What follows belongs to an exercise in optimizing a design on an open flow for small area, a short achievable clock period and few clock cycles per item; a production flow would make more cautious choices.
Only simulation tests tie the RTL to the original design; equivalence was not proved.
Power and IR drop assume default switching activity.

## design/flow/config.mk

```make
export PLATFORM = sky130hd
export DESIGN_NAME = sync_nbank_fifo
export DESIGN_NICKNAME = sync_nbank_fifo
export VERILOG_FILES = /design/flow/design.v
export SDC_FILE = /design/flow/constraint.sdc
export NUM_CORES = 4
export LEC_CHECK = 0
export ABC_CLOCK_PERIOD_IN_PS = 2500
export CAP_MARGIN = 20
export CORE_MARGIN = 2
export CORE_UTILIZATION = 55
export CTS_CLUSTER_DIAMETER = 90
export CTS_CLUSTER_SIZE = 26
export PLACE_DENSITY = 0.65
export SETUP_SLACK_MARGIN = 4.0
export SLEW_MARGIN = 20
```

## design/flow/constraint.sdc

```tcl
create_clock -name core_clock -period 6.5 [get_ports {clk}]
set_input_delay 1.3000 -clock core_clock [delete_from_list [all_inputs] [get_ports {clk}]]
set_output_delay 1.3000 -clock core_clock [all_outputs]
set_load 0.01 [all_outputs]
```

## design/flow/design.v

```verilog
package sync_nbank_fifo_pkg;
    localparam int NUM_RINGS = 16;
    localparam int RING_LEN  = 14;
endpackage
module sync_nbank_fifo #(
    parameter int DATA_WIDTH = 8,
    parameter int FIFO_DEPTH = 256,
    parameter int NUM_BANKS  = 2,
    parameter int AF_MARGIN  = 4,
    parameter int AE_MARGIN  = 4
) (
    input  logic                          clk,
    input  logic                          rstn,
    input  logic [DATA_WIDTH-1:0]         in_data,
    input  logic                          in_valid,
    output logic                          in_ready,
    output logic [DATA_WIDTH-1:0]         out_data,
    output logic                          out_valid,
    input  logic                          out_ready,
    input  logic                          clear,
    output logic [$clog2(FIFO_DEPTH):0]   count
);
    localparam int DW = DATA_WIDTH;
    localparam int NR = sync_nbank_fifo_pkg::NUM_RINGS;    
    localparam int RL = sync_nbank_fifo_pkg::RING_LEN;     
    localparam int CW = $clog2(FIFO_DEPTH) + 1;            
    if (FIFO_DEPTH != NR * (RL + 2) || NR != 16) begin : g_bad_cfg
        $error("sync_nbank_fifo: unsupported parameter set");
    end
    logic [3:0]    wring;
    logic [3:0]    wdist;
    logic [3:0]    rring;
    logic [3:0]    rdist;
    logic [NR-1:0] ov;           
    logic [NR-1:0] sv;           
    logic          in_ready_q;
    logic          out_valid_q;
    logic [DW-1:0] out_q;        
    logic [NR*DW-1:0] onext;     
    logic [NR-1:0]    ov_hold;   
    logic             bypass;    
    logic          wr_fire;
    logic          out_fire;
    logic [NR-1:0] orow;         
    logic [NR-1:0] srow;         
    logic [NR-1:0] ov_next;
    logic [NR-1:0] sv_next;
    logic [3:0]    rring_p1;
    logic [3:0]    wring_p1;
    logic [3:0]    rring_next;
    logic [3:0]    wring_next;
    function automatic logic [3:0] seq_dec(input logic [3:0] s);
        seq_dec = (s == 4'd0) ? 4'(RL - 1) : s - 4'd1;
    endfunction
    assign in_ready  = in_ready_q;
    assign out_valid = out_valid_q;
    assign out_data  = out_q;
    assign wr_fire  = in_valid && in_ready_q && !clear;
    assign out_fire = out_valid_q && out_ready && !clear;
    logic [NR-1:0] ge_r;         
    logic [NR-1:0] lt_w;         
    logic          r_le_w;       
    logic [15:0]   hz;           
    assign r_le_w = (rring <= wring);
    for (genvar k = 0; k < 16; k++) begin : g_dec
        assign ge_r[k] = (4'(k) >= rring);
        assign lt_w[k] = (4'(k) < wring);
        assign hz[k]   = (count[CW-1:4] == 5'(k));
    end
    for (genvar r = 0; r < NR; r++) begin : g_ring
        logic [DW*RL-1:0] ring;      
        logic [DW-1:0]    s_q;
        logic [DW-1:0]    o_q;
        logic             inc;       
        logic             dec;
        logic             extra;     
        logic             is1;       
        logic             is13;
        logic [DW-1:0]    tap;
        logic [DW-1:0]    tmux;      
        logic [DW-1:0]    o_d;
        logic             rz;        
        logic             rf;        
        logic             o_from_s;
        logic             o_from_t;
        logic             flush;
        logic             consume;
        logic             wr_here;
        assign tap  = ring[(RL-1)*DW +: DW];
        assign o_from_s = !ov[r] && rz && sv[r];
        assign o_from_t = !ov[r] && !rz && orow[r];
        assign flush    = sv[r] && srow[r] && !o_from_s && !(rf && ov[r]);
        assign consume  = out_fire && (rring == 4'(r));
        assign wr_here  = wr_fire && (wring == 4'(r));
        assign ov_hold[r] = ov[r] || o_from_s || o_from_t;
        always_comb begin
            if (ov[r] || o_from_s) ov_next[r] = !consume;
            else                    ov_next[r] = o_from_t;
            if (sv[r])  sv_next[r] = !(flush || o_from_s);
            else        sv_next[r] = wr_here;
        end
        assign inc   = flush && !o_from_t;
        assign dec   = o_from_t && !flush;
        assign extra = r_le_w ? (ge_r[r] && lt_w[r]) : (ge_r[r] || lt_w[r]);
        always_comb begin
            case ({ov[r], sv[r], extra})
                3'b000:  begin is1 = hz[1]; is13 = hz[13]; end
                3'b001:  begin is1 = hz[0]; is13 = hz[12]; end
                3'b010,
                3'b100:  begin is1 = hz[2]; is13 = hz[14]; end
                3'b011,
                3'b101:  begin is1 = hz[1]; is13 = hz[13]; end
                3'b110:  begin is1 = hz[3]; is13 = hz[15]; end
                default: begin is1 = hz[2]; is13 = hz[14]; end
            endcase
        end
        always_ff @(posedge clk or negedge rstn) begin
            if (!rstn) begin
                rz <= 1'b1;
                rf <= 1'b0;
            end else if (clear) begin
                rz <= 1'b1;
                rf <= 1'b0;
            end else if (inc) begin
                rz <= 1'b0;
                rf <= is13;
            end else if (dec) begin
                rz <= is1;
                rf <= 1'b0;
            end
        end
        assign tmux = flush ? s_q : tap;
        assign o_d  = ov[r] ? o_q : (rz ? s_q : tap);
        assign onext[r*DW +: DW] = o_d;
        always_ff @(posedge clk) begin
            ring[DW-1:0]     <= tmux;
            ring[DW*RL-1:DW] <= ring[DW*(RL-1)-1:0];
            if (!sv[r]) s_q <= in_data;
            o_q <= o_d;
        end
    end
    assign rring_p1   = rring + 4'd1;
    assign wring_p1   = wring + 4'd1;
    assign rring_next = out_fire ? rring_p1 : rring;
    logic rd_raw;
    logic byp_raw;
    assign rd_raw  = out_valid_q && out_ready;
    assign byp_raw = in_valid && in_ready_q && (count == '0 || (count == CW'(1) && rd_raw));
    assign wring_next = wr_fire ? wring_p1 : wring;
    assign bypass = wr_fire && (count == '0 || (count == CW'(1) && out_fire));
    logic [NR-1:0] orow_nr;      
    logic [NR-1:0] orow_r;
    logic [NR-1:0] srow_nw;      
    logic [NR-1:0] srow_w;
    for (genvar r = 0; r < NR; r++) begin : g_row
        assign orow_nr[r] = (4'(r) >= rring) ? (rdist == 4'd1) : (rdist == 4'd0);
        assign orow_r[r]  = (4'(r) > rring)  ? (rdist == 4'd1) : (rdist == 4'd0);
        assign srow_nw[r] = (4'(r) < wring)  ? (wdist == 4'd1) : (wdist == 4'd2);
        assign srow_w[r]  = (4'(r) <= wring) ? (wdist == 4'd1) : (wdist == 4'd2);
    end
    always_ff @(posedge clk) begin
        orow <= out_fire ? orow_r : orow_nr;
        srow <= wr_fire ? srow_w : srow_nw;
    end
    always_ff @(posedge clk or negedge rstn) begin
        if (!rstn) begin
            wring       <= '0;
            wdist       <= '0;
            rring       <= '0;
            rdist       <= '0;
            count       <= '0;
            ov          <= '0;
            sv          <= '0;
            in_ready_q  <= 1'b0;
            out_valid_q <= 1'b0;
        end else if (clear) begin
            wring       <= '0;
            wdist       <= '0;
            rring       <= '0;
            rdist       <= '0;
            count       <= '0;
            ov          <= '0;
            sv          <= '0;
            in_ready_q  <= 1'b1;
            out_valid_q <= 1'b0;
        end else begin
            wring <= wring_next;
            if (!(wr_fire && wring == 4'd15)) wdist <= seq_dec(wdist);
            rring <= rring_next;
            if (!(out_fire && rring == 4'd15)) rdist <= seq_dec(rdist);
            case ({wr_fire, out_fire})
                2'b10:   count <= count + CW'(1);
                2'b01:   count <= count - CW'(1);
                default: ;
            endcase
            ov <= ov_next;
            sv <= sv_next;
            in_ready_q <= wr_fire ? (!sv[wring_p1] && count != CW'(FIFO_DEPTH - 1))
                                  : (!sv[wring] && count != CW'(FIFO_DEPTH));
            out_valid_q <= bypass || (out_fire ? ov_hold[rring_p1] : ov_hold[rring]);
        end
    end
    always_ff @(posedge clk) begin
        out_q <= byp_raw ? in_data : onext[(rd_raw ? rring_p1 : rring)*DW +: DW];
    end
endmodule
```

## design/flow/flow/run.sh

```bash
#!/bin/bash
# Layout flow: the standard flow (the standard.sh, all ORFS steps from
# its unchanged synthesis to the final layout) with one change: the port
# buffers that ORFS puts on every input and output are sky130_fd_sc_hd__buf_4
# cells instead of the delay cell buffer_ports picks by default.
set -o pipefail
export BUFFER_PORTS_ARGS="-buffer_cell sky130_fd_sc_hd__buf_4"
bash standard.sh > standard.log 2>&1
```

## design/flow/standard.sh

```bash
#!/bin/bash
# synth_recipe.tcl (not shown) runs the flow's synth.tcl, then flattens the netlist and writes it again
# the make line also repeats each setting of config.mk as NAME=value (left out here)
make -C /OpenROAD-flow-scripts/flow DESIGN_CONFIG=/design/flow/config.mk WORK_HOME=/design/flow/orfs CLKGATE_MAP_FILE= SYNTH_SCRIPT=/design/flow/synth_recipe.tcl "${@:-finish}"
```

==> summary.txt, run 1 <==
Worst Setup Path Type=reg2reg; maximum VDD drop=0.339 mV; Syn-to-layout area delta=11.3%; Final Max Tran Viols=0; fraction of layout cells with a size suffix above 1=14.8%; grt total ovfl=0; reg2reg setup slack=3.80 ns; port bufs=31; GRT Total Usage=22.0%; # nets final=4227; warnings from Yosys=1; multi-input logic area=12100 sq um; Final Hold Fails=0; largest net degree at the start of global routing=52; f_max=0.371 GHz; CP max stage delay=0.41 ns; EDFF count, synth=128; Finished Cell Area=63900 sq um; FF/Latch Area=45500 sq um; die area=107000 sq um; first-pass GRT wire length=175000 microns; starting density of the core=55.5%; worst-path fanout max=6; syn_nets=4133; Die X=327 microns; post-synthesis cell area=57400 sq um; Filler Cells Inserted=7825; # clock sinks=2179; cts hold-fix bufs=0; Synth Register Bits=2179; clock buffer depth=3; top cell family by delay on the critical path=compound AO/OA/AOI/OAI gates; drt drc=0; min Tclk post-route=2.70 ns; TritonCTS clock tree=done; Wirelength per Cell=21.2 microns; Finished Layout Cells=5631; Main synth FF type=dfxtp_1; Antenna Nets Post-Route=0; Layout Skew=0.0296 ns; RSZ-0062 raised after global routing=true; final setup fails=0; num ports=32; relative slew slack=25.7%; Tcrit/Tclk final=41.5%; async set-reset flop share out of synthesis=4.18%; Crit path required time=7.13 ns; CP startpoint kind=flip-flop; DP Area=59000 sq um; outcome=timing/DRC/antenna clean; initial antenna violation count=10; Post-Route WL=119000 microns; Unique masters post-synth=90; worst skew pair latency=0.74 ns; Worst EP arrival=3.33 ns; WP buf/inv=1; Worst-Margin Slew=1.11 ns; Tot Pwr=22.2 mW; Lkg Pwr=26.0 nW; CTS Root Cell=clkbuf_16; Detail Placement HPWL=77700 microns; Setup crit end kind=flip-flop; vias per cell=5.22; max capacitance violation total=0; gate count of the mapped netlist=4103; FP Rows=118; clk slew on worst S/H paths=0.10 ns; Hold Path Class=reg2reg; DR pass1 iterations=5; post-placement cell count=5370; slowest stage cell, crit path=dfrtp_2; setup_tns=0 ns; setup slack after layout=3.80 ns; total CTS buffers=96; Post-Syn Area per Cell=14.0 sq um; Antenna diodes=0; Core ar.=103000 sq um; Die Ht=327 microns; PD cells=348 nW/um^2; crit path cell chain=clkinvlp_4 -> ha_4 -> nand2_4 -> o21ba_4 -> o21ai_4 -> maj3_2 -> nand2_2 -> a2111o_1 -> a311oi_1; pre-CTS setup slack=2.63 ns; vias in the first global route=27400; Starting DRT DRC Count=2406; H-tree depth=3; Seq/Total Area, Yosys=79.0%; Vias=29400; global placer's final weighted congestion=0.945
## repair_timing
action,4_1_cts,5_1_grt
cloned,4,1
setup buffers,82,22
setup endpoints to repair,67,76
resized for setup,142,143
pin swaps,32,54
## placed cells by master (no fill, tap or decap), drive strengths merged, types with 37 or more instances in the layout
master / n
o21ai: 228
dfxtp: 1960
nand3: 76
edfxtp: 128
nor2: 134
inv: 59
xnor2: 37
buf: 160
nor3: 57
nand2: 345
clkbuf: 139
mux2i: 183
a21oi: 114
mux2: 134
dfrtp: 75
## kinds of logic after synthesis
kind of cell | Yosys count | synth area share [%]
AOI/OAI and AO/OA | 541 | 5.79
xor gates and xnor gates | 59 | 0.913
adders and majority gates | 24 | 0.495
buffers and inverters | 223 | 1.58
DFF | 2179 | 79.0
muxes | 330 | 6.33
and+or+nand+nor | 747 | 5.87
## synthesized netlist by cell type, types with 8 or more instances
cell type / count / area [sq um]
dfxtp_1: 1960 / 39200
nand2_1: 344 / 1290
o21ai_0: 222 / 1110
mux2i_1: 183 / 1830
mux2_2: 134 / 1510
nor2_1: 133 / 499
edfxtp_1: 128 / 3840
clkbuf_1: 121 / 454
a21oi_1: 113 / 566
nand3_1: 76 / 380
dfrtp_1: 75 / 1880
nor3_1: 57 / 285
inv_1: 51 / 191
xnor2_1: 36 / 315
buf_2: 35 / 175
a211oi_1: 31 / 233
nor2b_1: 24 / 150
xor2_1: 22 / 193
nor4_1: 20 / 125
ha_1: 17 / 213
and2_1: 16 / 100
dfstp_2: 16 / 420
nand4_1: 16 / 100
a21o_1: 15 / 113
a31oi_1: 15 / 93.8
or3_1: 15 / 93.8
o31ai_1: 13 / 97.6
mux4_2: 12 / 270
o211ai_1: 12 / 90.1
o22ai_1: 12 / 75.1
a311oi_1: 11 / 96.3
and3_1: 8 / 50.1
buf_1: 8 / 30.0
o2111ai_1: 8 / 70.1
## final cells by class
class | instances | area share, %
flip-flops and latches | 2179 | 71.1
multi-input cells | 1703 | 18.9
clock inverters | 14 | 0.396
repair buffers | 163 | 2.44
clock buffers | 138 | 4.06
inverters | 54 | 0.335
well taps | 1380 | 2.70
## state kept, by name, indices dropped and copies added, names as in the netlist
| name | count |
|---|---|
| g_ring.rf | 16 |
| g_ring.s_q | 128 |
| g_ring.o_q | 128 |
| g_ring.ring | 1792 |
| ov | 16 |
| out_valid_q | 1 |
| wring | 4 |
| out_q | 8 |
| in_ready_q | 1 |
| srow | 16 |
| rdist | 4 |
| wdist | 4 |
| orow | 16 |
| sv | 16 |
| count | 9 |
| g_ring.rz | 16 |
| rring | 4 |
## layer usage
layer / global-route usage (%) / share of wire (%) / routed length [microns] / up-vias
li1: - / - / - / 14000
met5: 0 / 0.023 / 28 / -
met2: 33.1 / 44 / 52100 / 935
met4: 10.1 / 4.7 / 5610 / 4
met3: 3.85 / 5.9 / 7050 / 283
met1: 31.3 / 46 / 54500 / 14200
## worst reg2reg max path, cell delays in order, from the launching register on
cell and delay (ns):
dfrtp_2 0.41, clkinvlp_4 0.21, ha_4 0.33, nand2_4 0.07
o21ba_4 0.18, o21ai_4 0.37, maj3_2 0.32, nand2_2 0.08
a2111o_1 0.40, a311oi_1 0.24
## stage by stage
step	utilization, %	hold slack (ns)
4_1_cts	61.0	0.316
3_3_place_gp	57.0	0.310
3_5_place_dp	57.0	0.312
6_report	61.7	0.313
5_1_grt	61.7	0.312
2_1_floorplan	-	0.310
## path summary, 6_finish.rpt
check | cells after the start | end | start
setup reg to reg | 9 | g_ring[4].rf$_DFFE_PN0P_ | rring[3]$_DFFE_PN0P_
min in group asynchronous | 1 | g_ring[7].rf$_DFFE_PN0P_ | rstn
hold reg to reg | 0 | g_ring[2].ring[26]$_DFF_P_ | g_ring[2].ring[18]$_DFF_P_
hold / removal | 0 | g_ring[2].ring[26]$_DFF_P_ | g_ring[2].ring[18]$_DFF_P_
setup / recovery | 9 | g_ring[4].rf$_DFFE_PN0P_ | rring[3]$_DFFE_PN0P_
max in group asynchronous | 2 | wring[2]$_DFFE_PN0P_ | rstn
## report_power, final
group | switching, mW | total, mW | internal (mW) | leakage (nW)
clock | 3.92 | 6.82 | 2.90 | 1.36
combinational | 0.922 | 1.58 | 0.655 | 6.25
sequential | 0.152 | 13.8 | 13.7 | 18.4
Testbench counts, summed over its fixed seeds: cycles 12,164, items 11,200.
==> inputs of run 2 (changes only) <==
--- a/design/flow/config.mk
+++ b/design/flow/config.mk
@@ -14,3 +14,4 @@
 export PLACE_DENSITY = 0.65
 export SETUP_SLACK_MARGIN = 4.0
 export SLEW_MARGIN = 20
+export TNS_END_PERCENT = 5
==> run 2 against run 1 <==
Compared with the run above: clock power is 1% lower; wire length is 1.2% lower; sequential share of layout area is 1.2 points higher; design area is 1.8% lower; combinational power is 14% lower; fmax is 0.46% higher; largest cell class unchanged; largest power group unchanged.
==> summary.txt, run 2 <==
crit path cell chain=buf_12 -> buf_6; grt total ovfl=0; Worst Setup Path Type=reg2out; Yosys top cell by area=dfxtp_1; Area contributors post-synth=dfxtp_1 (68%), edfxtp_1 (6.7%), dfrtp_1 (3.3%); clk slew on worst S/H paths=0.10 ns; H-tree depth=3; Die Ht=327 microns; slowest stage cell, crit path=dfrtp_2; # nets final=4188; Filler Cells Inserted=7940; Comb power frac=6.2%; Psw=4.86 mW; commonest cells after routing, fill and taps aside=dfxtp_1 (1959), nand2_1 (339), o21ai_0 (213); Tcrit/Tclk final=41.3%; global placer's final weighted congestion=0.959; Worst-Margin Slew=1.13 ns; vias in the first global route=26800; clock power share=30.7%; WP buf/inv=2; most common cell in the netlist=dfxtp_1; post-synth top area share=68.3%; Worst EP arrival=1.39 ns; num ports=32; CP max stage delay=0.43 ns; Setup crit end kind=output pin; Detail Placement HPWL=77300 microns; Finished Layout Cells=5587; Hold Path Class=reg2reg; # clock sinks=2179; TritonCTS clock tree=done; Main synth FF type=dfxtp_1; RSZ-0062 raised after global routing=true; worst-path fanout max=2; Internal=17.0 mW; setup_tns=0 ns; top cell family by delay on the critical path=flip-flops; Post-Syn Area per Cell=14.0 sq um; post-placement cell count=5377; final setup fails=0; Syn-to-layout area delta=9.30%; first-pass GRT wire length=173000 microns; top cells by count, synth=dfxtp_1 (1960), nand2_1 (344), o21ai_0 (222); drt drc=0; Crit path required time=5.20 ns; Antenna Nets Post-Route=0; PD cells=349 nW/um^2; maximum VDD drop=0.330 mV; largest net degree at the start of global routing=50; Sw Ratio=22.2%; Starting DRT DRC Count=2546; most common cell after layout, fill and taps aside=dfxtp_1; Core ar.=103000 sq um; largest registers=g_ring.ring (1792), g_ring.o_q (128), g_ring.s_q (128); Unique masters post-synth=90; Lkg Pwr=25.6 nW; CTS Root Cell=clkbuf_16; max reg flops=1792; min Tclk post-route=2.69 ns; port bufs=31; Post-Route WL=118000 microns; worst skew pair latency=0.73 ns; CP startpoint kind=flip-flop; outcome=timing/DRC/antenna clean; total CTS buffers=96; clock buffer depth=3; GRT Total Usage=21.9%; Synth Register Bits=2179; Layout Skew=0.0502 ns; gate count of the mapped netlist=4103; Final Max Tran Viols=0; fraction of layout cells with a size suffix above 1=11.9%; FP Rows=118; die area=107000 sq um; Die X=327 microns; warnings from Yosys=1; starting density of the core=55.5%; post-synthesis cell area=57400 sq um; f_max=0.372 GHz; EDFF count, synth=128; Final Hold Fails=0; Seq/Total Area, Yosys=79.0%; relative slew slack=23.8%; syn_nets=4133; max capacitance violation total=0; async set-reset flop share out of synthesis=4.18%; most flop-heavy register=g_ring.ring; Seq pwr share=63.1%; Wirelength per Cell=21.1 microns; DR pass1 iterations=5; cts hold-fix bufs=0; initial antenna violation count=11; Vias=28800; vias per cell=5.16
==> run 2: cell counts after synthesis <==
No cell type changed its count.
==> run 2: timing repair <==
item / 4_1_cts / 5_1_grt
pin swaps: 15 / 6
gates cloned: 3 / 0
buffers inserted: 43 / 16
setup endpoints to repair: 98 / 92
gates resized for setup: 69 / 48
==> run 2: layout make-up <==
cell class                      count  area [sq um]  area share, %
Sequential cell                  2179         45400           72.3
Multi-Input combinational cell   1703         11600           18.5
Clock buffer                      135          2620           4.18
Tap cell                         1380          1730           2.75
Timing Repair Buffer              124          1050           1.67
Inverter                           54           218          0.347
Clock inverter                      9           128          0.203
Antenna cell                        3          7.51         0.0120
==> run 2: cells by family after synthesis <==
| group | after synthesis | synth area share (%) |
|---|---|---|
| buf+inv | 223 | 1.58 |
| fa+ha+maj | 24 | 0.495 |
| flops | 2179 | 79.0 |
| compound gates | 541 | 5.79 |
| xor+xnor | 59 | 0.913 |
| simple gates | 747 | 5.87 |
| mux | 330 | 6.33 |
==> run 2: worst paths after layout <==
path                                                   from                           end  slack (ns)  cells after the start
worst max register to register         rring[3]$_DFFE_PN0P_     g_ring[13].rz$_DFFE_PN1P_        3.82                     10
worst min register to register  g_ring[10].ring[97]$_DFF_P_  g_ring[10].ring[105]$_DFF_P_        0.30                      0
worst max-delay path                   count[4]$_DFFE_PN0P_                      count[4]        3.81                      2
worst min-delay path            g_ring[10].ring[97]$_DFF_P_  g_ring[10].ring[105]$_DFF_P_        0.30                      0
min in group asynchronous                              rstn               sv[3]$_DFF_PN0_        0.62                      1
max in group asynchronous                              rstn          wring[2]$_DFFE_PN0P_        4.63                      2
==> run 2: metrics by stage <==
step                utilization [%]  hold WS [ns]  total power, mW  setup slack, ns  area, sq um
floorplan                         -         0.310             14.8             3.67        57500
global placement               57.0         0.309             15.3             2.73        59000
detailed placement             57.0         0.312             15.3             2.67        59000
CTS                            60.3         0.312             22.0             3.74        62400
global route                   60.6         0.320             22.7             3.74        62800
finish                         60.6         0.303             21.9             3.81        62800
==> run 2: power by group through the flow <==
stage          sequential [mW]  clock [mW]  combinational, mW
3_5_place_dp              14.1           0               1.17
5_1_grt                   13.9        7.37               1.44
4_1_cts                   13.8        6.91               1.29
6_report                  13.8        6.72               1.36
3_3_place_gp              14.1           0               1.16
2_1_floorplan             14.1           0              0.706
==> run 2: metal layers <==
metal	global-route usage (%)	share of wire, %	vias to the layer above
met5	0	0.020	-
met4	9.42	5.0	4
met3	3.73	5.5	247
met2	32.8	43	837
met1	31.6	47	13800
li1	-	-	13900
==> inputs of run 3 (changes only) <==
--- a/design/flow/config.mk
+++ b/design/flow/config.mk
@@ -5,7 +5,7 @@
 export SDC_FILE = /design/flow/constraint.sdc
 export NUM_CORES = 4
 export LEC_CHECK = 0
-export ABC_CLOCK_PERIOD_IN_PS = 2500
+export ABC_AREA = 1
 export CAP_MARGIN = 20
 export CORE_MARGIN = 2
 export CORE_UTILIZATION = 55
==> run 3 against run 2 <==
Compared with the run above: sequential share of layout area increased by 0.79 points; clock-buffer cell count is the same; power increased by 3.9%; sequential power about the same; via count is 11% higher; fmax increased by 1.8%; design area shrank 1.1%; global-route usage up 0.41 points; setup slack better by 0.048 ns; register-to-register slack improved by 0.07 ns; combinational power grew 42%; clock power is 1% higher; critical path type unchanged.
==> summary.txt, run 3 <==
outcome=timing/DRC/antenna clean; largest family of logic cells by synthesized area=simple AND/OR/NAND/NOR gates; clock buffer depth=3; initial antenna violation count=9; slowest stage cell, crit path=dfrtp_2; TritonCTS clock tree=done; fin util=60.2%; Post-Synth XOR/XNOR Area=0.110%; Antenna Nets Post-Route=0; Seq pwr share=61.5%; Die X=326 microns; Main synth FF type=dfxtp_1; CTS Root Cell=clkbuf_16; Detail Placement HPWL=79300 microns; fraction of layout cells with a size suffix above 1=6.95%; Syn-to-layout area delta=8.88%; total CTS buffers=97; die area=106000 sq um; most flop-heavy register=g_ring.ring; Final Max Tran Viols=0; maximum VDD drop=0.300 mV; async set-reset flop share out of synthesis=4.18%; Area contributors post-synth=dfxtp_1 (69%), nand2_1 (7.9%), edfxtp_1 (6.7%); EDFF count, synth=128; setup_tns=0 ns; max reg flops=1792; Setup crit end kind=output pin; Final Hold Fails=0; Vias=32000; most common cell after layout, fill and taps aside=dfxtp_1; warnings from Yosys=1; CP startpoint kind=flip-flop; mux contribution to synthesized area=0%; reg2reg setup slack=3.89 ns; grt total ovfl=0; Reg-to-Reg End=srow[14]$_DFF_P_; Hold Path Class=reg2reg; area share of and/or/nand/nor cells after synthesis=14.7%; WHS Path Cells=0; port bufs=31; RSZ-0062 raised after global routing=true; Post-Route WL=119000 microns; DP Area=58700 sq um; top cells by count, synth=dfxtp_1 (1960), nand2_1 (1201), nand3_1 (344); Filler Cells Inserted=8305; vias in the first global route=30200; final setup fails=0; starting density of the core=55.3%; Seq/Total Area, Yosys=79.6%; largest net degree at the start of global routing=66; vias per cell=5.03; Die Ht=326 microns; worst-path fanout max=2; min Tclk post-route=2.64 ns; Critical Path Source=in_ready_q$_DFF_PN0_; post-synthesis compound-gate area fraction=2.98%; largest registers=g_ring.ring (1792), g_ring.o_q (128), g_ring.s_q (128); gate count of the mapped netlist=4842; Starting DRT DRC Count=2581; Register-to-Register Path Depth=7; Internal=17.3 mW; WP buf/inv=1; worst hold slack=0.321 ns; Unique masters post-synth=50; PD cells=366 nW/um^2; Post-Synth Adder-Cell Area=0.373%; FP Rows=118; Synth Register Bits=2179; Comb power frac=8.5%; top cell family by delay on the critical path=flip-flops; global placer's final weighted congestion=1.00; Worst-Margin Slew=1.27 ns; GRT Total Usage=22.3%; H-tree depth=3; Post-Syn Area per Cell=11.8 sq um; Crit path required time=5.20 ns; max capacitance violation total=0; first-pass GRT wire length=179000 microns; RR Startpoint=wdist[2]$_DFFE_PN0P_; Worst Setup Path Type=reg2out; f_max=0.379 GHz; clk slew on worst S/H paths=0.10 ns; Tcrit/Tclk final=40.6%; Finished Cell Area=62100 sq um; Layout Skew=0.0354 ns; DR pass1 iterations=6; clock power share=30.0%; post-synthesis cell area=57000 sq um; Sw Ratio=24.1%; # clock sinks=2179; Worst EP arrival=1.34 ns; post-synth top area share=68.8%; commonest cells after routing, fill and taps aside=dfxtp_1 (1958), nand2_1 (1190), nand3_1 (335); CP max stage delay=0.46 ns; drt drc=0; crit path cell chain=buf_4; Yosys top cell by area=dfxtp_1; syn_nets=4872; Psw=5.48 mW; Min-Delay Startpoint=g_ring[5].ring[57]$_DFF_P_; Wirelength per Cell=18.8 microns; Worst Hold Path EP=g_ring[5].ring[65]$_DFF_P_; worst skew pair latency=0.71 ns; Lkg Pwr=25.9 nW; most common cell in the netlist=dfxtp_1; relative slew slack=15.2%; num ports=32; Core ar.=103000 sq um; # nets final=4958
-- run 3: changes by cell type after synthesis, moves of 35 or more --
cell	change
nand2_1	+857
nand3_1	+268
mux2i_1	-183
nor2_1	+181
mux2_2	-134
inv_1	+122
clkbuf_1	-72
o21ai_0	-59
nand4_1	+46
a21oi_1	-44
xnor2_1	-35
-- run 3: cell type report --
class                      count  area, sq um  area share (%)
multi-input combinational   2352        10600            17.1
tap                         1380         1730            2.78
sequential                  2179        45400            73.1
clock buffer                 135         2640            4.26
antenna                        2         5.00         0.00806
timing repair inverter         1         5.00         0.00806
timing repair buffer          77          663            1.07
clock inverter                12          176           0.284
inverter                     220          847            1.36
-- run 3: cell families (layout without fill, tap and decap cells) --
group | Yosys count | after routing
other | 0 | 2
DFF | 2179 | 2179
and+or+nand+nor | 2016 | 2019
adders and majority gates | 17 | 17
AOI/OAI and AO/OA | 311 | 311
xor gates and xnor gates | 5 | 5
buffers and inverters | 314 | 445
-- run 3: power by group through the flow --
stage | registers [mW] | clock network, mW | logic [mW]
2_1_floorplan | 14.2 | 0 | 1.12
3_3_place_gp | 14.3 | 0 | 1.75
3_5_place_dp | 14.3 | 0 | 1.77
4_1_cts | 14.0 | 7.00 | 1.82
5_1_grt | 14.0 | 7.48 | 2.09
6_report | 14.0 | 6.82 | 1.93
-- run 3: timing repair --
action / CTS / global route
gates resized for setup: 37 / 59
endpoints found under the setup margin: 100 / 103
pin swaps: 4 / 6
gates cloned: 3 / 1
hold buffers: 0 / 0
buffers inserted: 10 / 20
-- run 3: worst max path at each step --
stage / end / slack [ns] / cells past startpoint
after floorplan: out_valid_q$_DFF_PN0_ / 4.02 / 13
after global placement: out_q[0]$_DFF_P_ / 2.73 / 12
after detailed placement: wdist[2]$_DFFE_PN0P_ / 2.61 / 9
after CTS: out_valid / 3.82 / 1
after global routing: out_valid / 3.83 / 1
final: in_ready / 3.86 / 1
-- run 3: stage by stage --
stage	worst slack, ns	power, mW	std cells
after floorplan	4.02	15.3	4842
after global placement	2.73	16.1	6175
after detailed placement	2.61	16.1	6175
after CTS	3.82	22.8	6335
after global routing	3.83	23.6	6357
final	3.86	22.7	6358
-- run 3: worst register-to-register path: cells and delay by family, from the launching register on --
kind	cells	cell delay (ns)
AOI/OAI and AO/OA	2	0.63
buffers and inverters	2	0.59
DFF	1	0.42
and+or+nand+nor	3	0.84
-- run 3: per-layer routing --
layer | up-vias | routed length (microns) | track usage, %
li1 | 15600 | - | -
met1 | 15000 | 54000 | 31.1
met2 | 1041 | 50700 | 33.3
met3 | 297 | 7750 | 3.74
met4 | 2 | 6870 | 12.3
met5 | - | 7 | 0
==> inputs of run 4 (changes only) <==
--- a/design/flow/config.mk
+++ b/design/flow/config.mk
@@ -14,4 +14,3 @@
 export PLACE_DENSITY = 0.65
 export SETUP_SLACK_MARGIN = 4.0
 export SLEW_MARGIN = 20
-export TNS_END_PERCENT = 5
==> run 4 against run 3 <==
Compared with the run above: still clean on timing, DRC and antenna; sequential share of layout area down 0.38 points; critical path depth stayed put; global-route usage rose by 0.074 points; die area is the same; design area up 0.60%; final cell count is 0.17% higher; utilization rose by 0.36 points; critical endpoint unchanged; largest power group unchanged.
==> summary.txt, run 4 <==
outcome=timing/DRC/antenna clean; Vias=32100; Final Max Tran Viols=0; max capacitance violation total=0; grt total ovfl=0; Psw=5.51 mW; Hold Path Class=reg2reg; setup_tns=0 ns; # nets final=4970; port bufs=31; worst skew pair latency=0.71 ns; slowest stage cell, crit path=dfrtp_2; crit path cell chain=buf_6; Detail Placement HPWL=79300 microns; relative slew slack=18.0%; vias in the first global route=30300; Post-Route WL=120000 microns; GR peak layer=met2; min Tclk post-route=2.63 ns; DR pass1 iterations=8; starting density of the core=55.3%; RSZ-0062 raised after global routing=true; clock power share=29.8%; Synth Register Bits=2179; GRT Total Usage=22.4%; maximum VDD drop=0.300 mV; clk slew on worst S/H paths=0.10 ns; cts hold-fix bufs=0; WP buf/inv=1; CP max stage delay=0.47 ns; Seq pwr share=61.4%; met1 Use GR=31.3%; Worst-Margin Slew=1.23 ns; vias per cell=5.04; Seq/Total Area, Yosys=79.6%; Starting DRT DRC Count=2507; TritonCTS clock tree=done; fin util=60.5%; H-tree depth=3; routing usage on met2=33.4%; Syn-to-layout area delta=9.53%; warnings from Yosys=1; top cell family by delay on the critical path=flip-flops; first-pass GRT wire length=180000 microns; Die Ht=326 microns; Internal=17.3 mW; grt met3 use=3.50%; Worst EP arrival=1.33 ns; largest registers=g_ring.ring (1792), g_ring.o_q (128), g_ring.s_q (128); Core ar.=103000 sq um; largest net degree at the start of global routing=66; Sw Ratio=24.1%; fraction of layout cells with a size suffix above 1=7.74%; EDFF count, synth=128; post-synth top area share=68.8%; most common cell in the netlist=dfxtp_1; CTS Root Cell=clkbuf_16; Layout Skew=0.0362 ns; Crit path required time=5.20 ns; clock buffer depth=3; total CTS buffers=97; worst hold slack=0.322 ns; drt drc=0; top cells by count, synth=dfxtp_1 (1960), nand2_1 (1201), nand3_1 (344); global placer's final weighted congestion=1.00; Worst Setup Path Type=reg2out; PD cells=366 nW/um^2; Area contributors post-synth=dfxtp_1 (69%), nand2_1 (7.9%), edfxtp_1 (6.7%); worst-path fanout max=2; gate count of the mapped netlist=4842; num ports=32; final setup fails=0; CP startpoint kind=flip-flop; Filler Cells Inserted=8259; Main synth FF type=dfxtp_1; Lkg Pwr=26.0 nW; most flop-heavy register=g_ring.ring; initial antenna violation count=8; max reg flops=1792; f_max=0.380 GHz; commonest cells after routing, fill and taps aside=dfxtp_1 (1952), nand2_1 (1187), nand3_1 (330); Comb power frac=8.8%; async set-reset flop share out of synthesis=4.18%; Die X=326 microns; FP Rows=118; Post-Syn Area per Cell=11.8 sq um; post-placement cell count=6175; Antenna Nets Post-Route=0; Setup crit end kind=output pin; syn_nets=4872; Tcrit/Tclk final=40.4%; die area=106000 sq um; most common cell after layout, fill and taps aside=dfxtp_1; Finished Layout Cells=6369; # clock sinks=2179; Final Hold Fails=0; post-synthesis cell area=57000 sq um; Yosys top cell by area=dfxtp_1; Unique masters post-synth=50; Wirelength per Cell=18.8 microns
[run 4: layout make-up]
| cell class | instances | area (sq um) | share of cell area (%) |
|---|---|---|---|
| sequential | 2179 | 45400 | 72.7 |
| clock buffer | 135 | 2640 | 4.23 |
| antenna | 1 | 2.50 | 0.00401 |
| timing repair buffer | 89 | 866 | 1.39 |
| tap | 1380 | 1730 | 2.76 |
| timing repair inverter | 1 | 5.00 | 0.00801 |
| multi-input combinational | 2352 | 10700 | 17.2 |
| inverter | 220 | 868 | 1.39 |
| clock inverter | 12 | 176 | 0.282 |
[run 4: path summary, 6_finish.rpt]
kind                                            start                          to  slack (ns)  cells past startpoint
setup / recovery                 in_ready_q$_DFF_PN0_                    in_ready        3.87                      1
hold / removal             g_ring[5].ring[57]$_DFF_P_  g_ring[5].ring[65]$_DFF_P_        0.32                      0
setup reg to reg                 rring[0]$_DFFE_PN0P_            out_q[1]$_DFF_P_        4.00                     12
hold reg to reg            g_ring[5].ring[57]$_DFF_P_  g_ring[5].ring[65]$_DFF_P_        0.32                      0
max in group asynchronous                        rstn        wring[3]$_DFFE_PN0P_        4.60                      2
min in group asynchronous                        rstn        in_ready_q$_DFF_PN0_        0.60                      1
[run 4: through the flow]
step                      cell area, sq um  total power [mW]  setup WS (ns)
after global placement               58700              16.1           2.73
after global routing                 62500              23.7           3.83
after floorplan                      57000              15.3           4.02
final                                62500              22.8           3.87
after detailed placement             58700              16.1           2.61
after CTS                            61900              22.9           3.82
[run 4: repair_timing]
action / 4_1_cts / 5_1_grt
pin swaps: 5 / 10
resized for setup: 89 / 79
setup endpoints to repair: 100 / 79
buffers inserted: 21 / 20
cloned: 4 / 1
[run 4: cells by family (layout without fill, tap and decap cells)]
logic type	after synthesis	in the layout	synth area share [%]
AND/OR/NAND/NOR	2016	2019	14.7
other	0	1	0
buffers and inverters	314	457	2.26
adder cells (fa/ha/maj)	17	17	0.373
XOR/XNOR	5	5	0.110
flip-flops	2179	2179	79.6
AO/OA/AOI/OAI	311	311	2.98
[run 4: power groups by stage]
stage	Combinational [mW]	Sequential [mW]	Clock, mW
floorplan	1.12	14.2	0
global placement	1.75	14.3	0
detailed placement	1.77	14.3	0
CTS	1.89	14.0	7.00
global route	2.16	14.1	7.48
finish	2.01	14.0	6.82
[run 4: metal layers]
metal	wire length (microns)	part of all wire [%]	up-vias
li1	-	-	15600
met1	54100	45	15000
met2	50700	42	1095
met3	7840	6.5	322
met4	7260	6.1	0
met5	0	0	-
==> inputs of run 5 (changes only) <==
--- a/design/flow/config.mk
+++ b/design/flow/config.mk
@@ -12,5 +12,5 @@
 export CTS_CLUSTER_DIAMETER = 90
 export CTS_CLUSTER_SIZE = 26
 export PLACE_DENSITY = 0.65
-export SETUP_SLACK_MARGIN = 4.0
+export SETUP_SLACK_MARGIN = 3.85
 export SLEW_MARGIN = 20
==> run 5 against run 4 <==
Compared with the run above: still clean; area after synthesis is the same; non-clock buffer count grew 1; sequential share of layout area grew 0.32 points; wire length grew 3.2%; utilization shrank 0.31 points; register-to-register slack lost 0.08 ns; first-iteration DRC count grew 9.6%; power is essentially flat; synthesized cell count is the same; flip-flop and latch count is the same; design area shrank 0.51%; sequential power is essentially flat.
==> summary.txt, run 5 <==
Core ar.=103000 sq um; EDFF count, synth=128; outcome=timing/DRC/antenna clean; Finished Layout Cells=6372; Die X=326 microns; worst-path fanout max=2; WP buf/inv=1; Main synth FF type=dfxtp_1; final setup fails=0; post-synth top area share=68.8%; GR peak layer=met2; vias per cell=5.02; CP startpoint kind=flip-flop; warnings from Yosys=1; largest registers=g_ring.ring (1792), g_ring.o_q (128), g_ring.s_q (128); grt total ovfl=0; Finished Cell Area=62100 sq um; die area=106000 sq um; top cell family by delay on the critical path=flip-flops; FP Rows=118; cts hold-fix bufs=0; fraction of layout cells with a size suffix above 1=6.94%; num ports=32; drt drc=0; slowest stage cell, crit path=dfrtp_2; DR pass1 iterations=6; most common cell after layout, fill and taps aside=dfxtp_1; post-synthesis cell area=57000 sq um; commonest cells after routing, fill and taps aside=dfxtp_1 (1959), nand2_1 (1196), nand3_1 (342); CP max stage delay=0.51 ns; crit path cell chain=buf_6; TritonCTS clock tree=done; met1 Use GR=32.6%; maximum VDD drop=0.281 mV; routing usage on met2=34.6%; async set-reset flop share out of synthesis=4.18%; Die Ht=326 microns; Crit path required time=5.20 ns; H-tree depth=3; relative slew slack=27.6%; Area contributors post-synth=dfxtp_1 (69%), nand2_1 (7.9%), edfxtp_1 (6.7%); max capacitance violation total=0; Vias=32000; post-placement cell count=6175; total CTS buffers=97; min Tclk post-route=2.67 ns; port bufs=31; Unique masters post-synth=50; largest net degree at the start of global routing=66; f_max=0.374 GHz; Worst-Margin Slew=1.08 ns; starting density of the core=55.3%; clock buffer depth=3; Post-Syn Area per Cell=11.8 sq um; Worst EP arrival=1.37 ns; Final Hold Fails=0; Worst Setup Path Type=reg2out; # nets final=4972; global placer's final weighted congestion=0.979; Tcrit/Tclk final=41.1%; grt met3 use=4.15%; worst hold slack=0.316 ns; Final Max Tran Viols=0; Detail Placement HPWL=82500 microns; Layout Skew=0.0306 ns; Hold Path Class=reg2reg; GRT Total Usage=23.0%; CTS Root Cell=clkbuf_16; Wirelength per Cell=19.4 microns; vias in the first global route=29800; gate count of the mapped netlist=4842; RSZ-0062 raised after global routing=true; Antenna Nets Post-Route=0; DP Area=58700 sq um; Post-Route WL=124000 microns; max reg flops=1792; # clock sinks=2179; worst skew pair latency=0.71 ns; Yosys top cell by area=dfxtp_1; Seq/Total Area, Yosys=79.6%; Starting DRT DRC Count=2748; first-pass GRT wire length=183000 microns; initial antenna violation count=7; Synth Register Bits=2179; syn_nets=4872; clk slew on worst S/H paths=0.10 ns; setup_tns=0 ns; most common cell in the netlist=dfxtp_1; Setup crit end kind=output pin; Lkg Pwr=25.9 nW; PD cells=368 nW/um^2; most flop-heavy register=g_ring.ring; Syn-to-layout area delta=8.96%; top cells by count, synth=dfxtp_1 (1960), nand2_1 (1201), nand3_1 (344)
-- run 5: cell counts after synthesis --
No cell type changed its count.
-- run 5: stage by stage --
step	total power [mW]	utilization, %	setup slack, ns
floorplan	15.3	-	3.96
global placement	16.1	56.8	2.69
detailed placement	16.1	56.8	2.66
CTS	22.9	59.8	3.77
global route	23.7	60.2	3.77
finish	22.8	60.2	3.83
-- run 5: worst paths after layout --
check,from,to,slack (ns),cells past startpoint
worst max-delay path,out_valid_q$_DFF_PN0_,out_valid,3.83,1
max in group asynchronous,rstn,rring[1]$_DFFE_PN0P_,4.66,2
worst min-delay path,g_ring[13].ring[58]$_DFF_P_,g_ring[13].ring[66]$_DFF_P_,0.32,0
min in group asynchronous,rstn,g_ring[7].rf$_DFFE_PN0P_,0.65,1
worst max register to register,wdist[2]$_DFFE_PN0P_,srow[2]$_DFF_P_,3.92,7
worst min register to register,g_ring[13].ring[58]$_DFF_P_,g_ring[13].ring[66]$_DFF_P_,0.32,0
-- run 5: layout make-up --
| class | count | area, sq um |
|---|---|---|
| Inverter | 220 | 847 |
| Antenna cell | 4 | 10.0 |
| Multi-Input combinational cell | 2353 | 10500 |
| Timing Repair inverter | 1 | 5.00 |
| Clock inverter | 11 | 139 |
| Tap cell | 1380 | 1730 |
| Clock buffer | 134 | 2730 |
| Fill cell | 8260 | 41100 |
| Sequential cell | 2179 | 45400 |
| Timing Repair Buffer | 90 | 754 |
-- run 5: repair_timing --
| item | CTS | global route |
|---|---|---|
| buffers inserted | 8 | 35 |
| pin swaps | 3 | 6 |
| resized for setup | 41 | 29 |
| endpoints found under the setup margin | 88 | 42 |
| gates cloned | 4 | 1 |
-- run 5: per-layer routing --
| layer | share of wire [%] | routed length (microns) |
|---|---|---|
| met2 | 43 | 52800 |
| met3 | 6.3 | 7840 |
| met1 | 46 | 57000 |
| met5 | 0.037 | 46 |
| met4 | 4.9 | 6120 |
-- run 5: report_power, final --
group | switching (mW) | total, mW | internal [mW]
combinational | 1.43 | 1.99 | 0.555
clock | 3.90 | 6.88 | 2.98
sequential | 0.180 | 14.0 | 13.8
-- run 5: kinds of logic after synthesis --
family | count (synthesis) | synth area share, %
simple gates | 2016 | 14.7
fa+ha+maj | 17 | 0.373
xor+xnor | 5 | 0.110
buf+inv | 314 | 2.26
compound gates | 311 | 2.98
flops | 2179 | 79.6
==> inputs of run 6 (changes only) <==
==> design/flow/config.mk (replaced) <==
export PLATFORM = sky130hd
export DESIGN_NAME = sync_nbank_fifo
export DESIGN_NICKNAME = sync_nbank_fifo
export VERILOG_FILES = /design/flow/design.v
export SDC_FILE = /design/flow/constraint.sdc
export NUM_CORES = 4
export LEC_CHECK = 0
export ABC_CLOCK_PERIOD_IN_PS = 2500
export CAP_MARGIN = 20
export CORE_MARGIN = 2
export CORE_UTILIZATION = 55
export CTS_BUF_LIST = sky130_fd_sc_hd__clkbuf_8
export CTS_CLUSTER_DIAMETER = 70
export CTS_CLUSTER_SIZE = 18
export PLACE_DENSITY = 0.65
export SETUP_SLACK_MARGIN = 4.0
export SLEW_MARGIN = 20
==> run 6 against run 5 <==
Compared with the run above: critical path type unchanged; still clean; global-route usage is 0.95 points lower; highest routed layer unchanged; hold slack worse by 0.021 ns; largest power group unchanged; design area rose by 1.5%; utilization up 0.76 points; critical path depth up 1; sequential share of layout area is 1.0 points lower; clock skew increased by 0.030 ns.
==> summary.txt, run 6 <==
outcome=timing/DRC/antenna clean; drt drc=0; Internal=16.4 mW; clock power share=28.3%; global placer's final weighted congestion=0.945; EDFF count, synth=128; Vias=29300; gate count of the mapped netlist=4103; TritonCTS clock tree=done; initial antenna violation count=10; Synth Register Bits=2179; Final Max Tran Viols=0; # nets final=4249; Worst-Margin Slew=1.04 ns; Setup crit end kind=output pin; first-pass GRT wire length=175000 microns; largest registers=g_ring.ring (1792), g_ring.o_q (128), g_ring.s_q (128); Register-to-Register Path Depth=10; Antenna Nets Post-Route=0; vias per cell=5.17; Lkg Pwr=25.8 nW; Final Hold Fails=0; top cells by count, synth=dfxtp_1 (1960), nand2_1 (344), o21ai_0 (222); GRT Total Usage=22.1%; post-synthesis cell area=57400 sq um; f_max=0.355 GHz; Unique masters post-synth=90; most common cell after layout, fill and taps aside=dfxtp_1; Syn-to-layout area delta=9.88%; max reg flops=1792; # clock sinks=2179; Psw=4.97 mW; vias in the first global route=27600; max capacitance violation total=0; min Tclk post-route=2.82 ns; Seq pwr share=64.6%; starting density of the core=55.5%; CTS Root Cell=clkbuf_8; Core ar.=103000 sq um; Tcrit/Tclk final=43.3%; PD cells=339 nW/um^2; Die Ht=327 microns; Crit path required time=5.20 ns; grt total ovfl=0; DR pass1 iterations=6; Sw Ratio=23.2%; warnings from Yosys=1; final setup fails=0; maximum VDD drop=0.275 mV; H-tree depth=4; Finished Cell Area=63100 sq um; Layout Skew=0.0608 ns; pre-CTS setup slack=2.63 ns; syn_nets=4133; Worst Setup Path Type=reg2out; largest net degree at the start of global routing=52; relative slew slack=29.6%; Worst EP arrival=1.52 ns; FP Rows=118; async set-reset flop share out of synthesis=4.18%; port bufs=31; Yosys top cell by area=dfxtp_1; Wirelength per Cell=20.9 microns; die area=107000 sq um; post-synth top area share=68.3%; num ports=32; Seq/Total Area, Yosys=79.0%; post-placement cell count=5370; fraction of layout cells with a size suffix above 1=15.0%; worst skew pair latency=0.86 ns; RR Startpoint=rring[3]$_DFFE_PN0P_; Area contributors post-synth=dfxtp_1 (68%), edfxtp_1 (6.7%), dfrtp_1 (3.3%); Detail Placement HPWL=77700 microns; setup slack after layout=3.68 ns; most common cell in the netlist=dfxtp_1; Finished Layout Cells=5673; worst-path fanout max=2; RSZ-0062 raised after global routing=true; most flop-heavy register=g_ring.ring; commonest cells after routing, fill and taps aside=dfxtp_1 (1952), nand2_1 (334), o21ai_0 (186); WHS Path Cells=0; Comb power frac=7.0%; cts hold-fix bufs=0; total CTS buffers=144; Post-Syn Area per Cell=14.0 sq um; Min-Delay Startpoint=g_ring[2].ring[63]$_DFF_P_; Post-Route WL=118000 microns; worst hold slack=0.295 ns; fin util=61.0%; setup_tns=0 ns; Tot Pwr=21.4 mW; Main synth FF type=dfxtp_1; DP Area=59000 sq um; clk slew on worst S/H paths=0.11 ns; Starting DRT DRC Count=2322; Hold Path Class=reg2reg; Die X=327 microns; clock buffer depth=3; Critical Path Source=count[4]$_DFFE_PN0P_; CP startpoint kind=flip-flop
-- run 6: path summary, 6_finish.rpt --
path	end	slack, ns
worst max-delay path	count[4]	3.68
worst min-delay path	g_ring[2].ring[71]$_DFF_P_	0.29
worst max register to register	g_ring[6].rf$_DFFE_PN0P_	3.81
worst min register to register	g_ring[2].ring[71]$_DFF_P_	0.29
max in group asynchronous	wring[0]$_DFFE_PN0P_	4.81
min in group asynchronous	g_ring[7].rf$_DFFE_PN0P_	0.46
-- run 6: power groups by stage --
stage | clock (mW) | sequential (mW) | combinational, mW
CTS | 6.30 | 13.8 | 1.38
global route | 6.78 | 13.9 | 1.59
detailed placement | 0 | 14.1 | 1.15
global placement | 0 | 14.1 | 1.14
finish | 6.07 | 13.8 | 1.51
floorplan | 0 | 14.1 | 0.722
-- run 6: logic make-up after synthesis --
family | after synthesis | synth area share (%)
AOI/OAI and AO/OA | 541 | 5.79
and+or+nand+nor | 747 | 5.87
adders and majority gates | 24 | 0.495
DFF | 2179 | 79.0
muxes | 330 | 6.33
xor gates and xnor gates | 59 | 0.913
buffers and inverters | 223 | 1.58
-- run 6: cell type report --
type | instances | area, sq um
antenna | 2 | 5.00
clock buffer | 147 | 2020
clock inverter | 71 | 403
fill | 7992 | 40400
inverter | 54 | 218
multi-input combinational | 1705 | 12000
sequential | 2179 | 45400
tap | 1380 | 1730
timing repair buffer | 135 | 1280
-- run 6: metal layers --
| metal | wire [microns] | track usage (%) |
|---|---|---|
| met1 | 54100 | 31.1 |
| met2 | 50900 | 32.7 |
| met3 | 7200 | 4.15 |
| met4 | 6150 | 11.5 |
| met5 | 26 | 0 |
-- run 6: critical path, cell delays in order (launching register included) --
cell	delay [ns]
dfrtp_2	0.43
buf_12	0.13
buf_6	0.11
-- run 6: what timing repair did --
item / 4_1_cts / 5_1_grt
setup endpoints to repair: 64 / 75
gates resized for setup: 139 / 112
pin swaps: 26 / 45
setup buffers: 54 / 24
gates cloned: 5 / 0

[static timing again, ports no longer ideal]
The results above use ideal ports. As a check the final layouts listed here were re-extracted and re-timed, cells and wires unchanged. Step 1 assumes that a clkbuf_16 drives the clock port and a buf_2 every other input. Step 2 also shifts input and output timing later by t, the mid clock arrival at the registers, as if the neighbouring blocks saw the same clock. Three values: ideal ports, drivers, drivers and shift; two values: the first two.
| run | t, ns | setup slack, ns | worst hold slack (ns) |
|---|---|---|---|
| run 1 | 0.790 | 3.802 / 3.734 / 3.157 | 0.313 / 0.313 / 0.313 |
| run 2 | 0.772 | 3.814 / 3.746 / 3.099 | 0.303 / 0.303 / 0.303 |
| run 3 | 0.766 | 3.862 / 3.792 / 3.232 | 0.321 / 0.321 / 0.321 |
| run 4 | 0.769 | 3.872 / 3.800 / 3.301 | 0.322 / 0.322 / 0.322 |
| run 5 | 0.764 | 3.829 / 3.758 / 3.072 | 0.316 / 0.316 / 0.316 |
| run 6 | 0.893 | 3.684 / 3.620 / 3.112 | 0.295 / 0.295 / 0.295 |
After both steps setup and hold are still met in every run listed. For run 5, which loses most, drivers alone change the setup slack by -0.071 ns; drivers and shift together by -0.757 ns.
